What follows belongs to an exercise in optimizing a design on an open flow for small area, a short achievable clock period and few clock cycles per item; a production flow would make more cautious choices. Where RTL was checked, it was by simulation tests only, not by an equivalence proof against the original.

==> exp/violet: inputs <==
// multiword_add_sequencer
module multiword_add_sequencer (
  input  logic         clk,
  input  logic         rst,
  input  logic         in_valid,
  output logic         in_ready,
  input  logic [255:0] a,
  input  logic [255:0] b,
  input  logic         cin,
  input  logic         sub,
  output logic         out_valid,
  input  logic         out_ready,
  output logic [255:0] sum,
  output logic         cout
);
==> module multiword_add_sequencer, before the edit <==
module multiword_add_sequencer (
  input  logic         clk,
  input  logic         rst,
  input  logic         in_valid,
  output logic         in_ready,
  input  logic [255:0] a,
  input  logic [255:0] b,
  input  logic         cin,
  input  logic         sub,
  output logic         out_valid,
  input  logic         out_ready,
  output logic [255:0] sum,
  output logic         cout
);
  localparam int W  = 256;
  localparam int K  = 8;        
  localparam int NB = W / K;    
  localparam int LK = $clog2(K);
  localparam int LB = $clog2(NB);
  logic [W-1:0]  bx, g, p, s0_d;
  logic [NB-1:0] bg, bp;         
  logic [NB:0]   bc_d;           
  assign bx = b ^ {W{sub}};
  assign g  = a & bx;
  assign p  = a ^ bx;
  always_comb begin
    logic [K-1:0] tg, tp;
    for (int j = 0; j < NB; j++) begin
      tg = g[j*K +: K];
      tp = p[j*K +: K];
      if (j == 0) tg[0] = tg[0] | (tp[0] & (sub | cin));
      for (int l = 0; l < LK; l++)
        for (int i = 0; i < K; i++)
          if (i[l]) begin
            tg[i] = tg[i] | (tp[i] & tg[((i >> l) << l) - 1]);
            tp[i] = tp[i] & tp[((i >> l) << l) - 1];
          end
      s0_d[j*K] = p[j*K] ^ ((j == 0) ? (sub | cin) : 1'b0);
      for (int i = 1; i < K; i++) s0_d[j*K+i] = p[j*K+i] ^ tg[i-1];
      bg[j] = tg[K-1];
      bp[j] = tp[K-1];
    end
  end
  always_comb begin
    logic [NB-1:0] tg, tp;
    tg = bg;
    tp = bp;
    for (int l = 0; l < LB; l++)
      for (int i = 0; i < NB; i++)
        if (i[l]) begin
          tg[i] = tg[i] | (tp[i] & tg[((i >> l) << l) - 1]);
          tp[i] = tp[i] & tp[((i >> l) << l) - 1];
        end
    bc_d[0] = 1'b0;
    for (int j = 1; j <= NB; j++) bc_d[j] = tg[j-1];
  end
  logic [W-1:0]  s0_q;
  logic [NB:1]   bc_q;
  logic          valid_q;
  assign in_ready = ~valid_q | out_ready;
  always_ff @(posedge clk or posedge rst) begin
    if (rst)           valid_q <= 1'b0;
    else if (in_ready) valid_q <= in_valid;
  end
  always_ff @(posedge clk) begin
    if (in_ready) begin
      s0_q <= s0_d;
      bc_q <= bc_d[NB:1];
    end
  end
  always_comb begin
    logic m;
    for (int i = 0; i < K; i++) sum[i] = s0_q[i];
    for (int j = 1; j < NB; j++) begin
      m = bc_q[j];
      for (int i = 0; i < K; i++) begin
        sum[j*K+i] = s0_q[j*K+i] ^ m;
        m = m & s0_q[j*K+i];
      end
    end
  end
  assign cout      = bc_q[NB];
  assign out_valid = valid_q;
endmodule
Settings: LEC_CHECK=0, ABC_CLOCK_PERIOD_IN_PS=3000, CAP_MARGIN=20, CORE_MARGIN=2, CORE_UTILIZATION=40, SETUP_SLACK_MARGIN=3.2, SLEW_MARGIN=20; clock period 6.5 ns.
standard.sh (not shown) runs the stock make flow with config.mk's settings and CLKGATE_MAP_FILE= SYNTH_SCRIPT=/design/flow/synth_recipe.tcl, a recipe that flattens the netlist after the stock synthesis.
==> flow/flow/run.sh <==
#!/bin/bash
# The standard layout (standard.sh), with every port buffered by the
# smallest buffer cell instead of the one buffer_ports picks by default.
set -euo pipefail
export BUFFER_PORTS_ARGS="-buffer_cell sky130_fd_sc_hd__buf_1"
bash standard.sh > standard.log 2>&1
==> exp/juniper: changes against exp/violet <==
==> flow/design.v (replaced) <==
package mas_pkg;
  localparam int W = 256;
endpackage
module multiword_add_sequencer (
  input  logic         clk,
  input  logic         rst,
  input  logic         in_valid,
  output logic         in_ready,
  input  logic [255:0] a,
  input  logic [255:0] b,
  input  logic         cin,
  input  logic         sub,
  output logic         out_valid,
  input  logic         out_ready,
  output logic [255:0] sum,
  output logic         cout
);
  localparam int W  = 256;
  localparam int K  = 16;
  localparam int NB = W / K;
  logic [W-1:0]  bx;
  logic [W-1:0]  s0_d, s0_q;
  logic [NB-1:0] g_d, g_q, p_d, p_q;
  logic          valid_q;
  assign bx = b ^ {W{sub}};
  always_comb begin
    for (int j = 0; j < NB; j++) begin
      {g_d[j], s0_d[j*K +: K]} = {1'b0, a[j*K +: K]} + {1'b0, bx[j*K +: K]}
                                 + {{K{1'b0}}, (j == 0) ? (sub | cin) : 1'b0};
      p_d[j] = &(a[j*K +: K] ^ bx[j*K +: K]);
    end
  end
  assign in_ready = ~valid_q | out_ready;
  always_ff @(posedge clk or posedge rst) begin
    if (rst)           valid_q <= 1'b0;
    else if (in_ready) valid_q <= in_valid;
  end
  always_ff @(posedge clk) begin
    if (in_ready) begin
      s0_q <= s0_d;
      g_q  <= g_d;
      p_q  <= p_d;
    end
  end
  logic [NB:0] c;
  always_comb begin
    c[0] = 1'b0;
    for (int j = 0; j < NB; j++) c[j+1] = g_q[j] | (p_q[j] & c[j]);
  end
  always_comb begin
    for (int j = 0; j < NB; j++) sum[j*K +: K] = s0_q[j*K +: K] + {{(K-1){1'b0}}, c[j]};
  end
  assign cout      = c[NB];
  assign out_valid = valid_q;
endmodule
==> flow/run.sh (new file) <==
#!/bin/bash
# synth_recipe.tcl (not shown) runs the flow's synth.tcl, then flattens the netlist and writes it again
# the make line also repeats each setting of config.mk as NAME=value (left out here)
make -C /OpenROAD-flow-scripts/flow DESIGN_CONFIG=/design/flow/config.mk WORK_HOME=/design/flow/orfs CLKGATE_MAP_FILE= SYNTH_SCRIPT=/design/flow/synth_recipe.tcl finish
--- a/flow/config.mk
+++ b/flow/config.mk
@@ -7,3 +7,2 @@
 export LEC_CHECK = 0
-export ABC_CLOCK_PERIOD_IN_PS = 3000
 export CAP_MARGIN = 20
@@ -11,3 +10,2 @@
 export CORE_UTILIZATION = 40
-export SETUP_SLACK_MARGIN = 3.2
 export SLEW_MARGIN = 20
removed: flow/flow/run.sh
removed: flow/standard.sh
==> exp/nickel: changes against exp/violet <==
--- a/flow/design.v
+++ b/flow/design.v
@@ -74,10 +74,11 @@
   always_comb begin
-    logic m;
+    logic [K-1:0] m;
     for (int i = 0; i < K; i++) sum[i] = s0_q[i];
     for (int j = 1; j < NB; j++) begin
-      m = bc_q[j];
-      for (int i = 0; i < K; i++) begin
-        sum[j*K+i] = s0_q[j*K+i] ^ m;
-        m = m & s0_q[j*K+i];
-      end
+      m = s0_q[j*K +: K];
+      for (int l = 0; l < LK; l++)
+        for (int i = 0; i < K; i++)
+          if (i[l]) m[i] = m[i] & m[((i >> l) << l) - 1];
+      sum[j*K] = s0_q[j*K] ^ bc_q[j];
+      for (int i = 1; i < K; i++) sum[j*K+i] = s0_q[j*K+i] ^ (bc_q[j] & m[i-1]);
     end
--- a/flow/config.mk
+++ b/flow/config.mk
@@ -7,3 +7,3 @@
 export LEC_CHECK = 0
-export ABC_CLOCK_PERIOD_IN_PS = 3000
+export ABC_AREA = 1
 export CAP_MARGIN = 20
@@ -11,3 +11,6 @@
 export CORE_UTILIZATION = 40
-export SETUP_SLACK_MARGIN = 3.2
+export CTS_BUF_LIST = sky130_fd_sc_hd__clkbuf_8
+export CTS_CLUSTER_DIAMETER = 100
+export CTS_CLUSTER_SIZE = 12
+export SETUP_SLACK_MARGIN = 2.8
 export SLEW_MARGIN = 20
==> exp/raven: changes against exp/violet <==
==> flow/design.v (replaced) <==
package mas_pkg;
  localparam int W = 256;
endpackage
module multiword_add_sequencer (
  input  logic         clk,
  input  logic         rst,
  input  logic         in_valid,
  output logic         in_ready,
  input  logic [255:0] a,
  input  logic [255:0] b,
  input  logic         cin,
  input  logic         sub,
  output logic         out_valid,
  input  logic         out_ready,
  output logic [255:0] sum,
  output logic         cout
);
  localparam int W  = 256;
  localparam int K  = 16;
  localparam int NB = W / K;
  logic [W-1:0]  bx;
  logic [W-1:0]  s0_d, s0_q;
  logic [NB-1:0] g_d, g_q, p_d, p_q;
  logic          valid_q;
  assign bx = b ^ {W{sub}};
  always_comb begin
    for (int j = 0; j < NB; j++) begin
      {g_d[j], s0_d[j*K +: K]} = {1'b0, a[j*K +: K]} + {1'b0, bx[j*K +: K]}
                                 + {{K{1'b0}}, (j == 0) ? (sub | cin) : 1'b0};
      p_d[j] = &(a[j*K +: K] ^ bx[j*K +: K]);
    end
  end
  assign in_ready = ~valid_q | out_ready;
  always_ff @(posedge clk or posedge rst) begin
    if (rst)           valid_q <= 1'b0;
    else if (in_ready) valid_q <= in_valid;
  end
  always_ff @(posedge clk) begin
    if (in_ready) begin
      s0_q <= s0_d;
      g_q  <= g_d;
      p_q  <= p_d;
    end
  end
  logic [NB:0] c;
  always_comb begin
    c[0] = 1'b0;
    for (int j = 0; j < NB; j++) c[j+1] = g_q[j] | (p_q[j] & c[j]);
  end
  always_comb begin
    for (int j = 0; j < NB; j++) sum[j*K +: K] = s0_q[j*K +: K] + {{(K-1){1'b0}}, c[j]};
  end
  assign cout      = c[NB];
  assign out_valid = valid_q;
endmodule
==> flow/run.sh (new file) <==
#!/bin/bash
# synth_recipe.tcl (not shown) runs the flow's synth.tcl, then flattens the netlist and writes it again
# the make line also repeats each setting of config.mk as NAME=value (left out here)
make -C /OpenROAD-flow-scripts/flow DESIGN_CONFIG=/design/flow/config.mk WORK_HOME=/design/flow/orfs CLKGATE_MAP_FILE= SYNTH_SCRIPT=/design/flow/synth_recipe.tcl finish
--- a/flow/config.mk
+++ b/flow/config.mk
@@ -7,3 +7,3 @@
 export LEC_CHECK = 0
-export ABC_CLOCK_PERIOD_IN_PS = 3000
+export ABC_CLOCK_PERIOD_IN_PS = 3500
 export CAP_MARGIN = 20
@@ -11,3 +11,3 @@
 export CORE_UTILIZATION = 40
-export SETUP_SLACK_MARGIN = 3.2
+export SETUP_SLACK_MARGIN = 2.8
 export SLEW_MARGIN = 20
removed: flow/flow/run.sh
removed: flow/standard.sh
==> impl_metrics.ini <==
[status]
status = finished clean

[cells_and_area]
seq_area_um2 = 8643

[worst_setup_path]
crit_family = compound AO/OA/AOI/OAI gates

[power]
p_switching_mw = 3.803
leakage_nw = 16.61

[sta]
maxSlewHeadroom_pct = 31.74
the above is filed under exp/raven

==> impl_metrics.ini <==
[status]
status = finished clean

[cells_and_area]
seq_area_um2 = 8643

[sta]
maxSlewHeadroom_pct = 38.95

[power]
leakage_nw = 14.41
p_switching_mw = 3.375
the above is filed under exp/juniper

==> impl_metrics.ini <==
[status]
status = finished clean

[cells_and_area]
seq_area_um2 = 8673

[worst_setup_path]
crit_family = simple AND/OR/NAND/NOR gates

[sta]
maxSlewHeadroom_pct = 40.04

[power]
leakage_nw = 13.74
the above is filed under exp/nickel

==> impl_metrics.ini <==
[power]
p_switching_mw = 3.104
leakage_nw = 14.66

[cells_and_area]
seq_area_um2 = 8673

[worst_setup_path]
crit_family = compound AO/OA/AOI/OAI gates

[sta]
maxSlewHeadroom_pct = 32.23

[synth]
synth_top_family_by_area = adder cells

[status]
status = finished clean
the above is filed under exp/violet

Testbench counts of exp/juniper, summed over its fixed seeds: cycles 1,608, items 1,600.
Testbench counts of exp/nickel, summed over its fixed seeds: cycles 1,608, items 1,600.
Testbench counts of exp/raven, summed over its fixed seeds: cycles 1,608, items 1,600.
Only the layout flow was run in exp/violet; the RTL was not checked for function there.

port drivers added, routing unchanged:
Ports are ideal in the flow. The routed layouts listed here were re-timed in OpenROAD.
Step 1, drivers: a clkbuf_16 drives clk and a buf_2 each remaining input, both assumed.
Step 2 adds t to the input delays and takes it off the output delays; t is the mean of the earliest and latest rising clock arrival at the registers after step 1. Input paths then give back, and output paths get back, about the clock's delay inside the block.
Slacks: ideal / step 1 / step 2; pairs: ideal / step 1.
run | shift t [ns] | setup WS [ns] | hold WS [ns] | worst register clock-pin slew, ns | worst data-port slew with drivers (ns)
exp/violet | 0.619 | 2.125 / 1.985 / 1.366 | 0.526 / 0.488 / 1.042 | 0.06 / 0.06 | 0.28
exp/juniper | 0.605 | 0.733 / 0.674 / 1.278 | 0.899 / 0.870 / 1.065 | 0.06 / 0.06 | 0.17
exp/nickel | 0.693 | 2.897 / 2.843 / 2.275 | 0.441 / 0.407 / 0.904 | 0.10 / 0.10 | 0.14
exp/raven | 0.627 | 1.380 / 1.316 / 1.943 | 0.870 / 0.829 / 1.057 | 0.07 / 0.07 | 0.21
After both steps every run listed still meets setup and hold. The setup slack of exp/violet, which loses most, moves by -0.140 ns with the drivers and by -0.759 ns with both steps.
